This design comes from an exercise in tuning for small area, a short achievable clock period and few clock cycles per item on the open sky130 flow, not from production work. No activity file was given, so power comes from the tool's default toggle rates.

## red
==> module mem_ctrl_top, before the edit <==
module mem_ctrl_top #(
	parameter int REQ_DEPTH  = 4,
	parameter int RESP_DEPTH = 4
) (
	input  logic                          clk,
	input  logic                          rst,
	input  mem_ctrl_pkg::mem_req_t        req_i,
	input  logic                          req_wr_i,
	output logic                          req_full_o,
	output mem_ctrl_pkg::mem_resp_t       resp_o,
	output logic                          resp_valid_o,
	input  logic                          resp_rd_i,
	output mem_ctrl_pkg::bus_req_t        bus_o,
	input  logic                          ack_i,
	input  logic [mem_ctrl_pkg::DWID-1:0] dat_i
);
	logic [31:0] seg_base;
	logic [31:0] seg_limit;
	logic        st_v;       
	logic        st_cyc;     
	logic        st_we;      
	logic        st_ld;      
	logic        st_zx;      
	logic        st_flt;     
	logic [1:0]  st_sz;
	logic [3:0]  st_tid;
	logic [31:0] st_adr;     
	logic [63:0] st_dat;     
	logic        r_v;
	logic        r_flt;
	logic [3:0]  r_tid;
	logic [63:0] r_dat;      
	logic rfree;
	logic leave;
	logic acc;
	logic ack;
	assign ack        = st_cyc & ack_i;
	assign rfree      = ~r_v | resp_rd_i;
	assign leave      = st_v & (~st_cyc | ack_i) & rfree;
	assign req_full_o = st_v & ~leave;
	assign acc        = req_wr_i & ~req_full_o;
	logic [1:0]  q_fn;
	logic [1:0]  q_sz;
	logic [31:0] q_adr;
	logic [63:0] q_pay;
	logic        q_set;
	logic        q_over;
	logic [31:0] q_reloc;
	logic [2:0]  q_lo;
	logic [63:0] q_rep;
	assign q_fn    = req_i.func;
	assign q_sz    = req_i.size;
	assign q_adr   = req_i.adr;
	assign q_pay   = req_i.payload;
	assign q_set   = (q_fn == mem_ctrl_pkg::FN_SETSEG);
	assign q_over  = q_adr > seg_limit;
	assign q_reloc = seg_base + q_adr;
	always_comb begin
		case (q_sz)
		mem_ctrl_pkg::SZ_B: q_lo = 3'b000;
		mem_ctrl_pkg::SZ_W: q_lo = 3'b001;
		mem_ctrl_pkg::SZ_T: q_lo = 3'b011;
		default:            q_lo = 3'b111;
		endcase
	end
	always_comb begin
		for (int k = 0; k < 8; k++) begin
			case (q_sz)
			mem_ctrl_pkg::SZ_B: q_rep[8*k +: 8] = q_pay[7:0];
			mem_ctrl_pkg::SZ_W: q_rep[8*k +: 8] = q_pay[8*(k % 2) +: 8];
			mem_ctrl_pkg::SZ_T: q_rep[8*k +: 8] = q_pay[8*(k % 4) +: 8];
			default:            q_rep[8*k +: 8] = q_pay[8*k +: 8];
			endcase
		end
	end
	always_ff @(posedge clk) begin
		if (rst) begin
			seg_base  <= '0;
			seg_limit <= '1;
			st_v      <= 1'b0;
			st_cyc    <= 1'b0;
			r_v       <= 1'b0;
		end else begin
			if (acc && q_set)
				{seg_base, seg_limit} <= q_pay;
			if (acc) begin
				st_v   <= 1'b1;
				st_cyc <= ~q_set & ~q_over;
			end else begin
				if (leave)
					st_v <= 1'b0;
				if (ack_i)
					st_cyc <= 1'b0;
			end
			r_v <= leave | (r_v & ~resp_rd_i);
		end
	end
	always_ff @(posedge clk) begin
		if (acc) begin
			st_tid <= req_i.tid;
			st_sz  <= q_sz;
			st_we  <= (q_fn == mem_ctrl_pkg::FN_STORE);
			st_ld  <= ~q_fn[1] & ~q_over;
			st_zx  <= (q_fn == mem_ctrl_pkg::FN_LOADZ);
			st_flt <= ~q_set & q_over;
			st_adr <= q_over ? q_adr : {q_reloc[31:3], q_reloc[2:0] & ~q_lo};
			st_dat <= q_rep;
		end else if (ack) begin
			st_dat <= dat_i;
		end
	end
	logic [63:0] ld_res;
	load_align u_align (
		.rdata_i (st_cyc ? dat_i : st_dat),
		.lane_i  (st_adr[2:0]),
		.size_i  (mem_ctrl_pkg::mem_size_e'(st_sz)),
		.zext_i  (st_zx),
		.res_o   (ld_res)
	);
	always_ff @(posedge clk) begin
		if (leave) begin
			r_tid <= st_tid;
			r_flt <= st_flt;
			r_dat[63:32] <= st_ld ? ld_res[63:32] : '0;
			r_dat[31:0]  <= st_ld ? ld_res[31:0] : st_flt ? st_adr : '0;
		end
	end
	assign resp_valid_o    = r_v;
	assign resp_o.tid      = r_tid;
	assign resp_o.cause    = r_flt ? mem_ctrl_pkg::FLT_SGB : mem_ctrl_pkg::FLT_NONE;
	assign resp_o.res      = {r_dat[63:32], r_flt ? 32'h0 : r_dat[31:0]};
	assign resp_o.bad_addr = r_flt ? r_dat[31:0] : 32'h0;
	logic [7:0] sel;
	always_comb begin
		for (int k = 0; k < 8; k++)
			sel[k] = st_cyc & ((st_sz == 2'd3)
				| ((k[2] == st_adr[2]) & ((st_sz == 2'd2)
				| ((k[1] == st_adr[1]) & ((st_sz == 2'd1)
				| (k[0] == st_adr[0]))))));
	end
	assign bus_o.cyc = st_cyc;
	assign bus_o.stb = st_cyc;
	assign bus_o.we  = st_cyc & st_we;
	assign bus_o.sel = sel;
	assign bus_o.adr = st_adr;
	assign bus_o.dat = st_dat;
endmodule
clock: 4.0 ns
lec_check: 0
cap_margin: 20
core_margin: 2
core_utilization: 40
setup_slack_margin: 1.8
slew_margin: 20
standard.sh (not shown) runs the stock make flow with config.mk's settings and CLKGATE_MAP_FILE= SYNTH_SCRIPT=/design/flow/synth_recipe.tcl, a recipe that flattens the netlist after the stock synthesis.
==> flow/flow/run.sh <==
#!/bin/bash
# standard layout, with plain buf_1 cells as the port buffers instead of the
# default delay buffers, and adders left to abc instead of the adder cells;
# make's output goes to standard_make.log, each step's log to orfs/logs
set -euo pipefail
export BUFFER_PORTS_ARGS="-buffer_cell sky130_fd_sc_hd__buf_1"
bash standard.sh MATCH_CELL_FOOTPRINT=0 ADDER_MAP_FILE= finish > standard_make.log 2>&1
## Diff of input files: blue against red
--- a/flow/design.v
+++ b/flow/design.v
@@ -74,12 +74,59 @@
 		mem_ctrl_pkg::SZ_B: res_o = {{56{fill}}, b0};
 		mem_ctrl_pkg::SZ_W: res_o = {{48{fill}}, b1, b0};
 		mem_ctrl_pkg::SZ_T: res_o = {{32{fill}}, b23, b1, b0};
 		default:            res_o = {rdata_i[63:32], b23, b1, b0};
 		endcase
 	end
+endmodule
+`timescale 1ns/1ps
+module ks_add32 (
+	input  logic [31:0] a_i,
+	input  logic [31:0] b_i,
+	output logic [31:0] s_o
+);
+	logic [5:0][31:0] g;
+	logic [5:0][31:0] p;
+	assign g[0] = a_i & b_i;
+	assign p[0] = a_i ^ b_i;
+	for (genvar l = 1; l < 6; l++) begin : g_lvl
+		localparam int D = 1 << (l - 1);
+		for (genvar i = 0; i < 32; i++) begin : g_bit
+			if (i >= D) begin : g_op
+				assign g[l][i] = g[l-1][i] | (p[l-1][i] & g[l-1][i-D]);
+				assign p[l][i] = p[l-1][i] & p[l-1][i-D];
+			end else begin : g_pass
+				assign g[l][i] = g[l-1][i];
+				assign p[l][i] = p[l-1][i];
+			end
+		end
+	end
+	assign s_o = p[0] ^ {g[5][30:0], 1'b0};
+endmodule
+module ks_gt32 (
+	input  logic [31:0] a_i,
+	input  logic [31:0] b_i,
+	output logic        gt_o
+);
+	logic [5:0][31:0] g;
+	logic [5:0][31:0] e;
+	assign g[0] = a_i & ~b_i;
+	assign e[0] = ~(a_i ^ b_i);
+	for (genvar l = 1; l < 6; l++) begin : g_lvl
+		localparam int D = 1 << (l - 1);
+		for (genvar i = 0; i < 32; i++) begin : g_bit
+			if (i >= D) begin : g_op
+				assign g[l][i] = g[l-1][i] | (e[l-1][i] & g[l-1][i-D]);
+				assign e[l][i] = e[l-1][i] & e[l-1][i-D];
+			end else begin : g_pass
+				assign g[l][i] = g[l-1][i];
+				assign e[l][i] = e[l-1][i];
+			end
+		end
+	end
+	assign gt_o = g[5][31];
 endmodule
 `timescale 1ns/1ps
 module mem_ctrl_top #(
 	parameter int REQ_DEPTH  = 4,
 	parameter int RESP_DEPTH = 4
 ) (
@@ -131,14 +178,22 @@
 	logic [63:0] q_rep;
 	assign q_fn    = req_i.func;
 	assign q_sz    = req_i.size;
 	assign q_adr   = req_i.adr;
 	assign q_pay   = req_i.payload;
 	assign q_set   = (q_fn == mem_ctrl_pkg::FN_SETSEG);
-	assign q_over  = q_adr > seg_limit;
-	assign q_reloc = seg_base + q_adr;
+	ks_gt32 u_over (
+		.a_i  (q_adr),
+		.b_i  (seg_limit),
+		.gt_o (q_over)
+	);
+	ks_add32 u_reloc (
+		.a_i (seg_base),
+		.b_i (q_adr),
+		.s_o (q_reloc)
+	);
 	always_comb begin
 		case (q_sz)
 		mem_ctrl_pkg::SZ_B: q_lo = 3'b000;
 		mem_ctrl_pkg::SZ_W: q_lo = 3'b001;
 		mem_ctrl_pkg::SZ_T: q_lo = 3'b011;
 		default:            q_lo = 3'b111;
--- outcome ---
- Across both runs, clock share of power was lower for blue than for red.
- Compared with red, in blue count of inserted antenna diode cells rose 3, power consumed by combinational cells rose about 2%, fraction of met3 tracks used by global routing rose 1.6 points.
- When the final numbers for red and blue were put side by side, the share of the clock period used by the worst path after layout turned out to be smaller in blue.
- blue against red: via count went up 236, mux share of post-synthesis cell area held, longest individual stage delay on the worst path went down 0.12 ns.
No functional check of the RTL was part of any run of this note.

The RTL this note starts from:
==> flow/design.v <==
package mem_ctrl_pkg;
	localparam int AWID  = 32;        
	localparam int DWID  = 64;        
	localparam int TID_W = 4;         
	localparam int SEL_W = DWID / 8;  
	typedef enum logic [1:0] {
		FN_LOAD   = 2'd0,   
		FN_LOADZ  = 2'd1,   
		FN_STORE  = 2'd2,
		FN_SETSEG = 2'd3    
	} mem_func_e;
	typedef enum logic [1:0] {
		SZ_B = 2'd0,   
		SZ_W = 2'd1,   
		SZ_T = 2'd2,   
		SZ_O = 2'd3    
	} mem_size_e;
	typedef enum logic [7:0] {
		FLT_NONE = 8'h00,
		FLT_SGB  = 8'h31   
	} fault_e;
	typedef struct packed {
		logic [AWID-1:0] base;
		logic [AWID-1:0] limit;
	} seg_desc_t;
	typedef union packed {
		logic [DWID-1:0] sdat;
		seg_desc_t       desc;
	} req_payload_u;
	typedef struct packed {
		logic [TID_W-1:0] tid;
		mem_func_e        func;
		mem_size_e        size;
		logic [AWID-1:0]  adr;       
		req_payload_u     payload;
	} mem_req_t;
	typedef struct packed {
		logic [TID_W-1:0] tid;
		fault_e           cause;
		logic [DWID-1:0]  res;
		logic [AWID-1:0]  bad_addr;
	} mem_resp_t;
	typedef struct packed {
		logic             cyc;
		logic             stb;
		logic             we;
		logic [SEL_W-1:0] sel;
		logic [AWID-1:0]  adr;
		logic [DWID-1:0]  dat;
	} bus_req_t;
endpackage
`timescale 1ns/1ps
module load_align (
	input  logic [mem_ctrl_pkg::DWID-1:0] rdata_i,
	input  logic [7:0]                    lane_oh_i,
	input  mem_ctrl_pkg::mem_size_e       size_i,
	input  logic                          zext_i,
	output logic [mem_ctrl_pkg::DWID-1:0] res_o
);
	logic        sz_b;
	logic        sz_w;
	logic        sz_t;
	logic        sz_o;
	logic [7:0]  sgn_sel;    
	logic [7:0]  b0;
	logic [7:0]  b1;
	logic [15:0] b23;
	logic [31:0] b47;
	logic        fill;
	assign sz_b = (size_i == mem_ctrl_pkg::SZ_B);
	assign sz_w = (size_i == mem_ctrl_pkg::SZ_W);
	assign sz_t = (size_i == mem_ctrl_pkg::SZ_T);
	assign sz_o = (size_i == mem_ctrl_pkg::SZ_O);
	always_comb begin
		b0 = '0;
		for (int k = 0; k < 8; k++)
			b0 |= {8{lane_oh_i[k]}} & rdata_i[8*k +: 8];
		b1 = '0;
		for (int j = 0; j < 4; j++)
			b1 |= {8{lane_oh_i[2*j] & ~sz_b}} & rdata_i[16*j + 8 +: 8];
		b23 = ({16{lane_oh_i[0] & (sz_t | sz_o)}} & rdata_i[31:16])
		    | ({16{lane_oh_i[4] & sz_t}} & rdata_i[63:48]);
		b47 = {32{lane_oh_i[0] & sz_o}} & rdata_i[63:32];
		for (int k = 0; k < 8; k++)
			sgn_sel[k] = ~zext_i & ((sz_b & lane_oh_i[k])
				| (sz_w & (k % 2 == 1) & lane_oh_i[k - k % 2])
				| (sz_t & (k % 4 == 3) & lane_oh_i[k - k % 4]));
		fill = 1'b0;
		for (int k = 0; k < 8; k++)
			fill |= sgn_sel[k] & rdata_i[8*k + 7];
		res_o = {b47 | {32{fill}},
		         b23 | {16{fill & (sz_b | sz_w)}},
		         b1  | {8{fill & sz_b}},
		         b0};
	end
endmodule
`timescale 1ns/1ps
module ks_add32 (
	input  logic [31:0] a_i,
	input  logic [31:0] b_i,
	output logic [31:0] s_o
);
	logic [5:0][31:0] g;
	logic [5:0][31:0] p;
	assign g[0] = a_i & b_i;
	assign p[0] = a_i ^ b_i;
	for (genvar l = 1; l < 6; l++) begin : g_lvl
		localparam int D = 1 << (l - 1);
		for (genvar i = 0; i < 32; i++) begin : g_bit
			if (i >= D) begin : g_op
				assign g[l][i] = g[l-1][i] | (p[l-1][i] & g[l-1][i-D]);
				assign p[l][i] = p[l-1][i] & p[l-1][i-D];
			end else begin : g_pass
				assign g[l][i] = g[l-1][i];
				assign p[l][i] = p[l-1][i];
			end
		end
	end
	assign s_o = p[0] ^ {g[5][30:0], 1'b0};
endmodule
module ks_gt32 (
	input  logic [31:0] a_i,
	input  logic [31:0] b_i,
	output logic        gt_o
);
	logic [5:0][31:0] g;
	logic [5:0][31:0] e;
	assign g[0] = a_i & ~b_i;
	assign e[0] = ~(a_i ^ b_i);
	for (genvar l = 1; l < 6; l++) begin : g_lvl
		localparam int D = 1 << (l - 1);
		for (genvar i = 0; i < 32; i++) begin : g_bit
			if (i >= D) begin : g_op
				assign g[l][i] = g[l-1][i] | (e[l-1][i] & g[l-1][i-D]);
				assign e[l][i] = e[l-1][i] & e[l-1][i-D];
			end else begin : g_pass
				assign g[l][i] = g[l-1][i];
				assign e[l][i] = e[l-1][i];
			end
		end
	end
	assign gt_o = g[5][31];
endmodule
`timescale 1ns/1ps
module mem_ctrl_top #(
	parameter int REQ_DEPTH  = 4,
	parameter int RESP_DEPTH = 4
) (
	input  logic                          clk,
	input  logic                          rst,
	input  mem_ctrl_pkg::mem_req_t        req_i,
	input  logic                          req_wr_i,
	output logic                          req_full_o,
	output mem_ctrl_pkg::mem_resp_t       resp_o,
	output logic                          resp_valid_o,
	input  logic                          resp_rd_i,
	output mem_ctrl_pkg::bus_req_t        bus_o,
	input  logic                          ack_i,
	input  logic [mem_ctrl_pkg::DWID-1:0] dat_i
);
	logic [31:0] seg_base;
	logic [31:0] seg_limit;
	logic        st_v;       
	logic        st_cyc;     
	logic        st_ovf;     
	logic        st_rv;      
	logic        st_we;      
	logic [7:0]  st_sel;     
	logic [7:0]  st_loh;     
	logic        st_zx;      
	logic        st_flt;     
	logic [1:0]  st_sz;
	logic [3:0]  st_tid;
	logic [31:0] st_adr;     
	logic [63:0] st_dat;     
	logic [63:0] ld_res;     
	logic        r_v;
	logic        r_flt;
	logic [3:0]  r_tid;
	logic [63:0] r_dat;      
	logic rfree;
	logic leave;
	logic acc;
	logic ack;
	assign ack        = st_cyc & ack_i;
	assign rfree      = ~r_v | resp_rd_i;
	assign leave      = st_v & (~st_cyc | ack_i) & rfree;
	assign req_full_o = (st_cyc & ~ack_i) | (st_rv & ~resp_rd_i);
	assign acc        = req_wr_i & ~req_full_o;
	logic st_load;
	logic dat_hold;
	logic dat_catch;
	assign st_load   = ~req_full_o;
	assign dat_hold  = (st_we & ~ack_i) | (st_ovf & ~rfree);
	assign dat_catch = st_cyc & ~rfree;
	logic st_v_n;
	logic r_v_n;
	assign st_v_n = acc | (st_v & ~leave);
	assign r_v_n  = leave | (r_v & ~resp_rd_i);
	logic [1:0]  q_fn;
	logic [1:0]  q_sz;
	logic [31:0] q_adr;
	logic [63:0] q_pay;
	logic        q_set;
	logic        q_over;
	logic [31:0] q_reloc;
	logic [2:0]  q_lo;
	logic [63:0] q_rep;
	assign q_fn    = req_i.func;
	assign q_sz    = req_i.size;
	assign q_adr   = req_i.adr;
	assign q_pay   = req_i.payload;
	assign q_set   = (q_fn == mem_ctrl_pkg::FN_SETSEG);
	ks_gt32 u_over (
		.a_i  (q_adr),
		.b_i  (seg_limit),
		.gt_o (q_over)
	);
	ks_add32 u_reloc (
		.a_i (seg_base),
		.b_i (q_adr),
		.s_o (q_reloc)
	);
	always_comb begin
		case (q_sz)
		mem_ctrl_pkg::SZ_B: q_lo = 3'b000;
		mem_ctrl_pkg::SZ_W: q_lo = 3'b001;
		mem_ctrl_pkg::SZ_T: q_lo = 3'b011;
		default:            q_lo = 3'b111;
		endcase
	end
	always_comb begin
		for (int k = 0; k < 8; k++) begin
			case (q_sz)
			mem_ctrl_pkg::SZ_B: q_rep[8*k +: 8] = q_pay[7:0];
			mem_ctrl_pkg::SZ_W: q_rep[8*k +: 8] = q_pay[8*(k % 2) +: 8];
			mem_ctrl_pkg::SZ_T: q_rep[8*k +: 8] = q_pay[8*(k % 4) +: 8];
			default:            q_rep[8*k +: 8] = q_pay[8*k +: 8];
			endcase
		end
	end
	logic       q_bus;
	logic [2:0] q_lane;
	logic [7:0] q_sel;
	assign q_bus  = req_wr_i & ~q_set & ~q_over;
	assign q_lane = q_reloc[2:0] & ~q_lo;
	always_comb begin
		for (int k = 0; k < 8; k++)
			q_sel[k] = q_bus & ((q_sz == 2'd3)
				| ((k[2] == q_lane[2]) & ((q_sz == 2'd2)
				| ((k[1] == q_lane[1]) & ((q_sz == 2'd1)
				| (k[0] == q_lane[0]))))));
	end
	always_ff @(posedge clk) begin
		if (rst) begin
			seg_base  <= '0;
			seg_limit <= '1;
			st_v      <= 1'b0;
			st_cyc    <= 1'b0;
			st_ovf    <= 1'b0;
			st_rv     <= 1'b0;
			st_we     <= 1'b0;
			st_sel    <= '0;
			r_v       <= 1'b0;
		end else begin
			if (acc && q_set)
				{seg_base, seg_limit} <= q_pay;
			if (acc)
				st_cyc <= ~q_set & ~q_over;
			else if (ack_i)
				st_cyc <= 1'b0;
			if (st_load) begin
				st_we  <= q_bus & (q_fn == mem_ctrl_pkg::FN_STORE);
				st_sel <= q_sel;
			end else if (ack_i) begin
				st_we  <= 1'b0;
				st_sel <= '0;
			end
			st_v   <= st_v_n;
			r_v    <= r_v_n;
			st_rv  <= st_v_n & r_v_n;
			st_ovf <= ~rfree & (st_ovf | ack);
		end
	end
	always_ff @(posedge clk) begin
		if (st_load) begin
			st_tid <= req_i.tid;
			st_sz  <= q_sz;
			st_loh <= {8{q_bus & ~q_fn[1]}} & (8'd1 << q_lane);
			st_zx  <= (q_fn == mem_ctrl_pkg::FN_LOADZ);
			st_flt <= ~q_set & q_over;
			st_adr <= q_over ? q_adr : {q_reloc[31:3], q_lane};
		end
		if (!dat_hold)
			st_dat <= dat_catch ? ld_res : q_rep;
	end
	load_align u_align (
		.rdata_i   (dat_i),
		.lane_oh_i (st_loh),
		.size_i    (mem_ctrl_pkg::mem_size_e'(st_sz)),
		.zext_i    (st_zx),
		.res_o     (ld_res)
	);
	always_ff @(posedge clk) begin
		if (rfree) begin
			r_tid <= st_tid;
			r_flt <= st_flt;
			r_dat <= st_ovf ? st_dat : {ld_res[63:32], ld_res[31:0] | (st_flt ? st_adr : '0)};
		end
	end
	assign resp_valid_o    = r_v;
	assign resp_o.tid      = r_tid;
	assign resp_o.cause    = r_flt ? mem_ctrl_pkg::FLT_SGB : mem_ctrl_pkg::FLT_NONE;
	assign resp_o.res      = {r_dat[63:32], r_flt ? 32'h0 : r_dat[31:0]};
	assign resp_o.bad_addr = r_flt ? r_dat[31:0] : 32'h0;
	assign bus_o.cyc = st_cyc;
	assign bus_o.stb = st_cyc;
	assign bus_o.we  = st_we;
	assign bus_o.sel = st_sel;
	assign bus_o.adr = st_adr;
	assign bus_o.dat = st_dat;
endmodule
export LEC_CHECK = 0
export ABC_AREA = 1
export CAP_MARGIN = 20
export CORE_MARGIN = 2
export CORE_UTILIZATION = 40
export SETUP_SLACK_MARGIN = 2.0
export SLEW_MARGIN = 20
export TNS_END_PERCENT = 0
create_clock -name core_clock -period 4.0 [get_ports {clk}]
==> flow/flow/run.sh <==
#!/bin/bash
# standard layout, with plain buf_1 cells as the port buffers instead of the
# default delay buffers; each step's own log is kept by ORFS under orfs/logs
set -euo pipefail
export BUFFER_PORTS_ARGS="-buffer_cell sky130_fd_sc_hd__buf_1"
bash standard.sh MATCH_CELL_FOOTPRINT=0 finish > standard_make.log 2>&1
The first run went through all stages and came out clean.
Edit:
--- a/flow/design.v
+++ b/flow/design.v
@@ -172,9 +172,8 @@
 	logic [1:0]  st_sz;
 	logic [3:0]  st_tid;
 	logic [31:0] st_adr;     
 	logic [63:0] st_dat;     
-	logic [63:0] ld_res;     
 	logic        r_v;
 	logic        r_flt;
 	logic [3:0]  r_tid;
 	logic [63:0] r_dat;      
@@ -291,12 +290,13 @@
 			st_flt <= ~q_set & q_over;
 			st_adr <= q_over ? q_adr : {q_reloc[31:3], q_lane};
 		end
 		if (!dat_hold)
-			st_dat <= dat_catch ? ld_res : q_rep;
+			st_dat <= dat_catch ? dat_i : q_rep;
 	end
+	logic [63:0] ld_res;
 	load_align u_align (
-		.rdata_i   (dat_i),
+		.rdata_i   (st_ovf ? st_dat : dat_i),
 		.lane_oh_i (st_loh),
 		.size_i    (mem_ctrl_pkg::mem_size_e'(st_sz)),
 		.zext_i    (st_zx),
 		.res_o     (ld_res)
@@ -304,9 +304,9 @@
 	always_ff @(posedge clk) begin
 		if (rfree) begin
 			r_tid <= st_tid;
 			r_flt <= st_flt;
-			r_dat <= st_ovf ? st_dat : {ld_res[63:32], ld_res[31:0] | (st_flt ? st_adr : '0)};
+			r_dat <= {ld_res[63:32], ld_res[31:0] | (st_flt ? st_adr : '0)};
 		end
 	end
 	assign resp_valid_o    = r_v;
 	assign resp_o.tid      = r_tid;
Combinational power went down by roughly a tenth.
Setup slack gets better by 0.056 ns.
Final cell count went down by a little under a tenth.
Die area went down by a few percent.
Area after synthesis went down by a few percent.
Core utilization went up by 1.4 points.
Clock-buffer cell count went down by 8.
Global-route usage went up by 1.4 points.
Wire length went down by a few percent.
Synthesized cell count went down by roughly a tenth.
Clock power went up by about a fifth.
Via count went down by a few percent.
First-iteration DRC count went up by a few percent.
No run of this note included a check of the RTL's function; only the layout flow was run.

afterwards: timing with drivers on the ports:
No port has a modelled driver above. Below, the same layouts with a new extraction and two added sets of constraints.
Step 1 sets driving cells, clkbuf_16 on the clock port and buf_2 on the other inputs (assumed; they add their load-dependent delay and slew).
Step 2, shift: input delay + t, output delay - t, t = (earliest + latest rising clock arrival at the registers) / 2. This alone moves slack from input paths to output paths.
Slacks: no drivers / after step 1 / after step 2; pairs: no drivers / after step 1.
run | t, ns | slack for setup (ns) | hold slack, ns | worst setup path at the end
red | 0.641 | 0.738 / 0.759 / 0.119 | 0.375 / 0.351 / 0.428 | input to register
blue | 0.624 | 1.088 / 1.097 / 0.473 | 0.400 / 0.375 / 0.419 | input to register
the first run of note 2 | 0.638 | 1.603 / 1.547 / 1.055 | 0.389 / 0.357 / 0.418 | input to register
the second run of note 2 | 0.623 | 1.659 / 1.610 / 1.058 | 0.409 / 0.380 / 0.424 | input to register
After both steps setup and hold are still met in every run listed. The setup slack of red, which loses most, moves by +0.021 ns with the drivers and by -0.619 ns with both steps.
